Source: an optimization exercise on an open RTL-to-GDS flow (aim: small area). Production flows keep margins and buffers that such runs may drop.
Only the layout flow was run in this run; the RTL was not checked for function there.
Power figures rest on the tool's default switching activity, not on a simulated workload. The clock port is modelled as an ideal driver; clocking choices that lean on that would not hold on a real chip.

===== flow/config.mk =====
export PLATFORM = sky130hd
export DESIGN_NAME = euc_ctrl_monitor
export DESIGN_NICKNAME = euc_ctrl_monitor
export VERILOG_FILES = /design/flow/design.v
export SDC_FILE = /design/flow/constraint.sdc
export NUM_CORES = 4
export LEC_CHECK = 0
export CAP_MARGIN = 10
export CORE_MARGIN = 2
export CORE_UTILIZATION = 60
export SLEW_MARGIN = 10

===== flow/flow/synth_area.tcl =====
# synth_recipe.tcl, with ABC's mapping script replaced by flow/area.abc.
proc synth {args} { yosys synth -nofsm -noshare {*}$args }
proc abc {args} {
  set i [lsearch -exact $args -script]
  if {$i >= 0} { lset args [expr {$i + 1}] $::env(AREA_ABC_SCRIPT) }
  puts "abc with script $::env(AREA_ABC_SCRIPT)"
  yosys abc {*}$args
}
source $::env(SCRIPTS_DIR)/synth.tcl
# left out here: clear keep_hierarchy, flatten, clean up, hide names made inside functions, write 1_2_yosys.v

===== flow/standard.sh =====
#!/bin/bash
# synth_recipe.tcl (not shown) runs the flow's synth.tcl, then flattens the netlist and writes it again
# the make line also repeats each setting of config.mk as NAME=value (left out here)
make -C /OpenROAD-flow-scripts/flow DESIGN_CONFIG=/design/flow/config.mk WORK_HOME=/design/flow/orfs CLKGATE_MAP_FILE= SYNTH_SCRIPT=/design/flow/synth_recipe.tcl "${@:-finish}"

===== flow/flow/regnames.py =====
#!/usr/bin/env python3
"""Give the registers of an area-mapped netlist the instance names that the
standard synthesis gave them, pairing registers by the net on their Q pin.

usage: regnames.py STANDARD.v AREA.v   (AREA.v is rewritten in place)
Exits non-zero, leaving AREA.v untouched, if the registers do not pair one to
one with the same cell types."""
import re
import sys

CELL = re.compile(r'^(\s*)(sky130_fd_sc_hd__\w+)\s+(\S+)\s*\((.*?)\);', re.M | re.S)
QPIN = re.compile(r'\.Q\((.*?)\)', re.S)
FLOP = re.compile(r'sky130_fd_sc_hd__(s?e?df\w+)')


def flops(text):
    out = {}
    for m in CELL.finditer(text):
        kind, name, body = m.group(2), m.group(3), m.group(4)
        if not FLOP.fullmatch(kind):
            continue
        q = QPIN.search(body)
        if not q:
            sys.exit(f'{name}: no Q pin')
        net = q.group(1).strip()
        if net in out:
            sys.exit(f'{net}: two registers')
        out[net] = (name, re.sub(r'_\d+$', '', kind))
    return out


std_text = open(sys.argv[1]).read()
area_text = open(sys.argv[2]).read()
std = flops(std_text)
area = flops(area_text)
if set(std) != set(area):
    sys.exit('register Q nets differ')
rename = {}
for net, (name, kind) in area.items():
    sname, skind = std[net]
    if skind != kind:
        sys.exit(f'{net}: cell {kind} vs {skind}')
    if sname != name:
        rename[name] = sname
targets = set(rename.values())
names = [m.group(3) for m in CELL.finditer(area_text)]
used = set(names) | targets
n = 0
for name in names:
    if name in targets and name not in rename:
        # a non-register (or unrenamed) instance holds a name a register needs
        while f'_area{n}_' in used:
            n += 1
        rename[name] = f'_area{n}_'
        used.add(rename[name])
for old, new in rename.items():
    if '/' in new or ':' in new:
        sys.exit(f'bad name {new}')


def sub(m):
    name = m.group(3)
    return m.group(0) if name not in rename else m.group(0).replace(
        f'{m.group(2)} {name}', f'{m.group(2)} {rename[name]}', 1)


new_text = CELL.sub(sub, area_text)
check = flops(new_text)
assert all(check[net][0] == std[net][0] for net in std), 'rename failed'
inst = [m.group(3) for m in CELL.finditer(new_text)]
assert len(inst) == len(set(inst)), 'duplicate instance names'
open(sys.argv[2], 'w').write(new_text)
print(f'renamed {len(rename)} instances; {len(std)} registers pair by name')

===== flow/design.v =====
module euc_ctrl_monitor #(
    parameter int NUM_CH  = 6,
    parameter int CNT_W   = 16,
    parameter int TIMEOUT = 1024,
    localparam int SEL_W  = (NUM_CH > 1) ? $clog2(NUM_CH) : 1
) (
    input  logic              clock,
    input  logic              reset,
    input  logic [NUM_CH-1:0] ap_start,
    input  logic [NUM_CH-1:0] ap_ready,
    input  logic [NUM_CH-1:0] ap_done,
    input  logic [NUM_CH-1:0] ap_continue,
    input  logic              finish,
    input  logic              rd_req,
    input  logic [SEL_W-1:0]  rd_sel,
    output logic              rd_valid,
    output logic [CNT_W-1:0]  rd_start_cnt,
    output logic [CNT_W-1:0]  rd_done_cnt,
    output logic [CNT_W-1:0]  rd_last_lat,
    output logic [CNT_W-1:0]  rd_max_lat,
    output logic [CNT_W-1:0]  rd_stall_cnt,
    output logic [5:0]        rd_status,
    output logic              all_idle
);
    localparam int CMP_W = (CNT_W > 32) ? CNT_W : 32;
    localparam logic [CMP_W-1:0] TMO_LIM = CMP_W'(TIMEOUT);
    logic [NUM_CH-1:0] busy_q, hold_q;
    logic [CNT_W-1:0]  lat_q   [NUM_CH];
    logic [CNT_W-1:0]  start_q [NUM_CH];
    logic [CNT_W-1:0]  done_q  [NUM_CH];
    logic [CNT_W-1:0]  last_q  [NUM_CH];
    logic [CNT_W-1:0]  max_q   [NUM_CH];
    logic [CNT_W-1:0]  stall_q [NUM_CH];
    logic [NUM_CH-1:0] err_q, tmo_q, gt_q;
    logic [NUM_CH-1:0] rec_q;       
    logic              frozen_q;
    logic              rd_valid_q;
    logic [NUM_CH-1:0] rd_hit;      
    function automatic logic [CNT_W-1:0] sat_inc_en(input logic [CNT_W-1:0] v, input logic en);
        logic c;
        c = en & ~(&v);
        for (int b = 0; b < CNT_W; b++) begin
            sat_inc_en[b] = v[b] ^ c;
            c = v[b] & c;
        end
    endfunction
    for (genvar i = 0; i < NUM_CH; i++) begin : g_ch
        logic acc, dn, ct, idle, act, run;
        assign acc  = ap_start[i] & ap_ready[i];
        assign dn   = ap_done[i];
        assign ct   = ap_continue[i];
        assign idle = ~busy_q[i] & ~hold_q[i];
        assign act  = busy_q[i] | (idle & acc);    
        assign run  = ~frozen_q;
        logic inc_start, inc_done, inc_stall, ld_last, ld_max;
        assign inc_start = run & acc;
        assign inc_done  = run & ct & ((act & dn) | hold_q[i]);
        assign inc_stall = run & hold_q[i] & ~ct;
        assign ld_last   = run & act & dn;
        assign ld_max    = run & busy_q[i] & dn & gt_q[i];
        always_ff @(posedge clock) begin
            lat_q[i] <= busy_q[i] ? sat_inc_en(lat_q[i], 1'b1) : CNT_W'(1);
            last_q[i] <= (last_q[i] & {CNT_W{~ld_last}}) | (lat_q[i] & {CNT_W{ld_last & busy_q[i]}});
            if (ld_max) max_q[i] <= lat_q[i];
            gt_q[i]  <= busy_q[i] ? (gt_q[i] | (lat_q[i] == max_q[i])) : ~rec_q[i];
        end
        always_ff @(posedge clock or posedge reset) begin
            if (reset) begin
                busy_q[i]  <= 1'b0;
                hold_q[i]  <= 1'b0;
                start_q[i] <= '0;
                done_q[i]  <= '0;
                rec_q[i]   <= 1'b0;
                stall_q[i] <= '0;
                err_q[i]   <= 1'b0;
                tmo_q[i]   <= 1'b0;
            end else begin
                start_q[i] <= sat_inc_en(start_q[i], inc_start);
                done_q[i]  <= sat_inc_en(done_q[i], inc_done);
                stall_q[i] <= sat_inc_en(stall_q[i], inc_stall);
                rec_q[i]   <= rec_q[i] | (run & busy_q[i] & dn);
                err_q[i] <= err_q[i] | (run & idle & ~acc & dn);
                tmo_q[i] <= tmo_q[i] | (run & busy_q[i] & (CMP_W'(lat_q[i]) >= TMO_LIM));
                busy_q[i] <= run ? (act & ~dn) : busy_q[i];
                hold_q[i] <= run ? ((act & dn & ~ct) | (hold_q[i] & ~ct)) : hold_q[i];
            end
        end
    end
    always_ff @(posedge clock or posedge reset) begin
        if (reset) begin
            frozen_q   <= 1'b0;
            rd_valid_q <= 1'b0;
        end else begin
            frozen_q   <= frozen_q | finish;
            rd_valid_q <= rd_req;
        end
    end
    always_ff @(posedge clock) begin
        for (int unsigned i = 0; i < NUM_CH; i++) rd_hit[i] <= (rd_sel == SEL_W'(i));
    end
    always_comb begin
        rd_start_cnt = '0;
        rd_done_cnt  = '0;
        rd_last_lat  = '0;
        rd_max_lat   = '0;
        rd_stall_cnt = '0;
        rd_status    = {~|rd_hit, frozen_q, 4'b0};
        for (int unsigned i = 0; i < NUM_CH; i++) begin
            rd_start_cnt = rd_start_cnt | ({CNT_W{rd_hit[i]}} & start_q[i]);
            rd_done_cnt  = rd_done_cnt  | ({CNT_W{rd_hit[i]}} & done_q[i]);
            rd_last_lat  = rd_last_lat  | ({CNT_W{rd_hit[i] & rec_q[i]}} & last_q[i]);
            rd_max_lat   = rd_max_lat   | ({CNT_W{rd_hit[i] & rec_q[i]}} & max_q[i]);
            rd_stall_cnt = rd_stall_cnt | ({CNT_W{rd_hit[i]}} & stall_q[i]);
            rd_status    = rd_status    | ({6{rd_hit[i]}} & {2'b0, err_q[i], tmo_q[i], hold_q[i], busy_q[i]});
        end
    end
    assign rd_valid = rd_valid_q;
    assign all_idle = ~|(busy_q | hold_q);
endmodule

===== flow/flow/run.sh =====
#!/bin/bash
# Layout flow: the standard ORFS flow (standard.sh), built with three
# changes to how the layout is made:
#  1. Synthesis is the standard synthesis script with ABC's mapping script
#     replaced by the area-oriented flow/area.abc (flow/synth_area.tcl). The
#     registers are those of the standard synthesis; the standard synthesis is
#     also run on its own (into std/) so that flow/regnames.py can give every
#     register the instance name the standard synthesis gave it. If that
#     pairing fails, the flow falls back to the standard synthesis.
#  2. Port buffers use the smallest buffer cell (buf_1).
#  3. The clock tree uses larger sink clusters, one buffer type and no dummy
#     loads.
# Logs: std_synth.log, area_synth.log, regnames.log and flow.log here, and
# each ORFS step's own log under orfs/logs and std/logs.
set -euo pipefail
here=$(pwd)
res="$here/orfs/results/sky130hd/euc_ctrl_monitor/base"
export BUFFER_PORTS_ARGS="-buffer_cell sky130_fd_sc_hd__buf_1"
export CTS_ARGS="-sink_clustering_enable -repair_clock_nets -sink_clustering_size 30 -sink_clustering_max_diameter 200 -buf_list sky130_fd_sc_hd__clkbuf_16 -root_buf sky130_fd_sc_hd__clkbuf_8 -tree_buf sky130_fd_sc_hd__clkbuf_8 -dont_use_dummy_load"
export AREA_ABC_SCRIPT="$here/flow/area.abc"

bash standard.sh WORK_HOME="$here/std" synth > std_synth.log 2>&1
synth=(SYNTH_SCRIPT="$here/flow/synth_area.tcl")
if bash standard.sh "${synth[@]}" "$res/1_2_yosys.v" > area_synth.log 2>&1 &&
   python3 flow/regnames.py "$here/std/results/sky130hd/euc_ctrl_monitor/base/1_2_yosys.v" "$res/1_2_yosys.v" > regnames.log 2>&1; then
  echo "area synthesis used" >> regnames.log
else
  echo "falling back to the standard synthesis" >> regnames.log
  rm -rf "$here/orfs"
  synth=()
fi
bash standard.sh "${synth[@]}" finish > flow.log 2>&1

===== flow/flow/area.abc =====
strash
dch
map -a -B 0
topo
&get -n
&st
&dch
&nf -R 1000 -p -F 8 -A 4 -a -C 32 -L 8
&put

===== flow/constraint.sdc =====
create_clock -name core_clock -period 5.0 [get_ports {clock}]
set_input_delay 1.0000 -clock core_clock [delete_from_list [all_inputs] [get_ports {clock}]]
set_output_delay 1.0000 -clock core_clock [all_outputs]
set_load 0.01 [all_outputs]

==> impl_results.md <==
* Status: no timing/DRC/antenna violations
* Post-synth ARST share at between 50 and 60%
* CP Class: flip-flop to flip-flop
* Post-synthesis cell type count at 27
* CTS sink cnt at 620
* Die height at between 200 and 250 um
* Mapped cell area at ~26000 um2
* Maximum clock path buffer count at 3
* Critical path arrival at approximately 5.1 ns
* Row count at 75
* Setup TNS at 0 ns
* Detailed placement HPWL at between 50000 and 60000 um
* CTS Root Cell: clkbuf_8
* Max incr delay on CP at about 0.91 ns
* Mean post-synth cell area at 13.8 um2
* Combinational share of power at around 4.5%
* CP required at around 5.6 ns
* 1st-iter DRT viols at 2587
* Routed Wire Length at around 68000 um
* Clk latency of the worst-skew pair at ~0.7 ns
* Slew HR at between 20% and 30%
* Clock power share at ~29%
* Critical path endpoint category: flip-flop
* Peak supply drop at roughly 0.27 mV
* Cell taking the most area after synthesis: dfrtp_1
* Hold Vio Cnt, Final at 0
* FF+latch area at between 10000 and 15000 um2
* CTS Buf Count at 24
* Max-Cap Viols at 0
* Final Skew at roughly 0.031 ns
* Vias per inst at about 6.7
* FF+latch count, synth at 620
* Synth top area cells: dfrtp_1 (31%), ha_1 (17%), dfxtp_1 (16%)
* Routability cong. at 0.890
* H-tree levels at 1
* FMAX at approximately 0.22 GHz
* Syn-to-layout area delta at 8.05%
* Final setup fails at 0
* Chip width at 211 um
* Crit path max fanout at 21
* Pin count of the biggest net entering global routing at about 150
* Slew @ Worst Pin at 1.16 ns
* Setup repair bufs after CTS at 0
* Yosys Warn Count at 7
* Buffers on Ports at roughly 120
* First-pass GRT wire length at 104000 um
* Sequential share of the synthesized area at 58.0%
* ANT nets after route at 0
* Top cells by count, synth: ha_1 (360), dfrtp_1 (320), dfxtp_1 (204)
* Syn Inst Count at 1865
* DIE AREA at 44700 um2
* Post-CTS Hold Buffers at 0
* Unrepaired setup endpoints after global routing: false
* Total GRT Usage at about 31%
* Worst Hold Class: input pin to flip-flop
* Finished Layout Cells at about 2600
* Multi-input logic area at roughly 11000 um2
* Period Utilization, post-route at 89.5%
* Top cell type's share of synthesized area at 31.0%
* Final slew viol count at 0
* Post-synth EDFFs at 96
* TritonCTS clock tree: yes
* Number of top-level pins at approximately 120
* Fin nets at roughly 2400
* PwrDens at 284 nW/um2
* Syn_nets at around 2300
* P_int at between 6 and 7 mW
* Switching Fraction at ~23%
* Initial Util at approximately 61%
* Leak at approximately 14 nW
* Initial antenna violation count at 6
* Layout cells sized above 1 at 3.89%
* Seq pwr share at 66.6%
* Top-count cell post-synth: ha_1
* Switching pwr at roughly 1.8 mW
* Core area at approximately 42000 um2
* Placed Cells at about 2600
* Via count at 17500
* DRC at 0
* Post-synth top flop: dfrtp_1
* Buf+Inv Stages, Crit Path at 0
* Worst path top cell family by delay: adder cells
* Crit-path cells: nor2b_1, o21ai_0, a211oi_1, ha_1, ha_1, ha_1, ha_1, ha_1, ha_1, ha_1, ha_1, ha_1, ha_1, ha_1, ha_1, ha_1, ha_1, ha_1, xor2_1
* Critical path's most frequent cell: ha_1
* Layout fillers at 3261
* Vias in the first global route at roughly 17000
* Cts repair resizes at 0
* Routed length per instance at about 26 um
* CP startpoint kind: flip-flop
* Final Critical Period at between 4 and 5 ns
* CTS clk-pin slew, worst paths at roughly 0.12 ns
* Worst path slowest cell: dfrtp_1
* DR pass1 iterations at 14
* Gr ovfl total at 0
==> cells in the final DEF (no fill, tap or decap) <==
master and count:
nand2_1 103, a22o_1 96, o21ai_1 5, o21ai_0 12, dfxtp_2 6, clkbuf_8 3, a211oi_1 6, a21oi_1 24
and2_0 88, nor3_1 14, and3b_1 2, buf_12 1, ha_1 360, nor4_1 36, a31o_1 12, nor2_1 19
or2_0 7, buf_1 118, nor2b_1 12, or4_1 7, and2_1 2, nand4_1 121, and3_1 12, edfxtp_1 96
clkinv_1 13, xnor2_1 96, diode_2 2, a222oi_1 168, nor3b_1 3, dfrtp_1 320, dfxtp_1 198, xor2_1 18
buf_4 47, clkbuf_16 21, inv_12 1, o21ai_2 1, nand2b_1 6
==> worst paths after layout <==
check                                    from                  endpoint  slack [ns]  cells after the start
min in group asynchronous               reset   start_q[4][8]$_DFF_PP0_        0.49                      2
setup reg to reg           frozen_q$_DFF_PP0_   done_q[0][15]$_DFF_PP0_        0.53                     19
max in group asynchronous               reset  stall_q[3][10]$_DFF_PP0_        3.47                      3
setup / recovery           frozen_q$_DFF_PP0_   done_q[0][15]$_DFF_PP0_        0.53                     19
hold reg to reg            tmo_q[5]$_DFF_PP0_        tmo_q[5]$_DFF_PP0_        0.48                      1
hold / removal                         rd_req      rd_valid_q$_DFF_PP0_        0.40                      1
==> stage by stage <==
step                      total power, mW  cell area, um2  util [%]  setup slack, ns  hold WS [ns]
after floorplan                      5.56           25800         -            0.351         0.437
after global placement               5.72           27300      64.7            0.319         0.452
after detailed placement             5.73           27300      64.7            0.255         0.455
after CTS                            7.99           27900      66.0            0.557         0.358
after global routing                 8.19           27900      66.0            0.405         0.369
final                                7.92           27900      66.1            0.526         0.401
==> area by class of cell <==
| cell class | count | share of cell area, % |
|---|---|---|
| timing repair buffer | 166 | 2.92 |
| inverter | 14 | 0.233 |
| clock buffer | 24 | 2.03 |
| sequential | 620 | 53.7 |
| antenna | 2 | 0.0179 |
| multi-input combinational | 1230 | 38.7 |
| tap | 539 | 2.42 |
==> flip-flops by register name, summed over array words and instances, names as in the netlist <==
signal      count
done_q         96
rd_valid_q      1
tmo_q           6
hold_q          6
busy_q          6
start_q        96
err_q           6
rd_hit          6
last_q         96
lat_q          96
max_q          96
frozen_q        1
rec_q           6
stall_q        96
gt_q            6
==> metal layers <==
metal  vias up  share of wire [%]  wire length [um]  GRT usage (%)
met3       126                8.2              5600           5.90
met2       721                 45             30700           47.6
met5         -              0.073                50              0
met1      8840                 43             29200           43.6
met4         8                4.2              2860           11.6
li1       7793                  -                 -              -
==> worst reg2reg max path, stage by stage (launching register included) <==
cell and delay, ns:
dfrtp_1 0.91, nor2b_1 0.14, o21ai_0 0.25, a211oi_1 0.12
ha_1 0.21, ha_1 0.19, ha_1 0.19, ha_1 0.19
ha_1 0.18, ha_1 0.18, ha_1 0.18, ha_1 0.19
ha_1 0.19, ha_1 0.19, ha_1 0.20, ha_1 0.19
ha_1 0.18, ha_1 0.18, ha_1 0.18, xor2_1 0.14
==> cell families after synthesis <==
group           synth area share [%]
flops                           58.0
buf+inv                        0.233
simple gates                    9.29
xor+xnor                        3.87
fa+ha+maj                       17.4
compound gates                  11.2
==> power groups by stage <==
stage	logic, mW	registers [mW]	clock network, mW
3_3_place_gp	0.343	5.37	0
6_report	0.353	5.27	2.29
5_1_grt	0.395	5.29	2.51
4_1_cts	0.356	5.27	2.36
3_5_place_dp	0.355	5.38	0
2_1_floorplan	0.179	5.38	0

==> afterwards: timing with drivers on the ports <==
Ports are ideal in the flow. The routed layout listed here was re-timed in OpenROAD.
Step 1: set_driving_cell puts a clkbuf_16 on clock and a buf_2 on each other input, an assumption about the parent block.
Step 2 also shifts input and output timing later by t, the mid clock arrival at the registers, as if the neighbouring blocks saw the same clock.
Three values: no drivers, after step 1, after step 2; two values: the first two.
t, ns: 0.736
setup WS [ns]: 0.526 / 0.526 / 0.264
hold WS [ns]: 0.401 / 0.372 / 0.478
worst register clock-pin slew, ns: 0.12 / 0.12
pins driven straight from the clock port: 1
After both steps setup and hold are still met in this run. For this run, drivers alone change the setup slack by 0.000 ns; drivers and shift together by -0.262 ns.
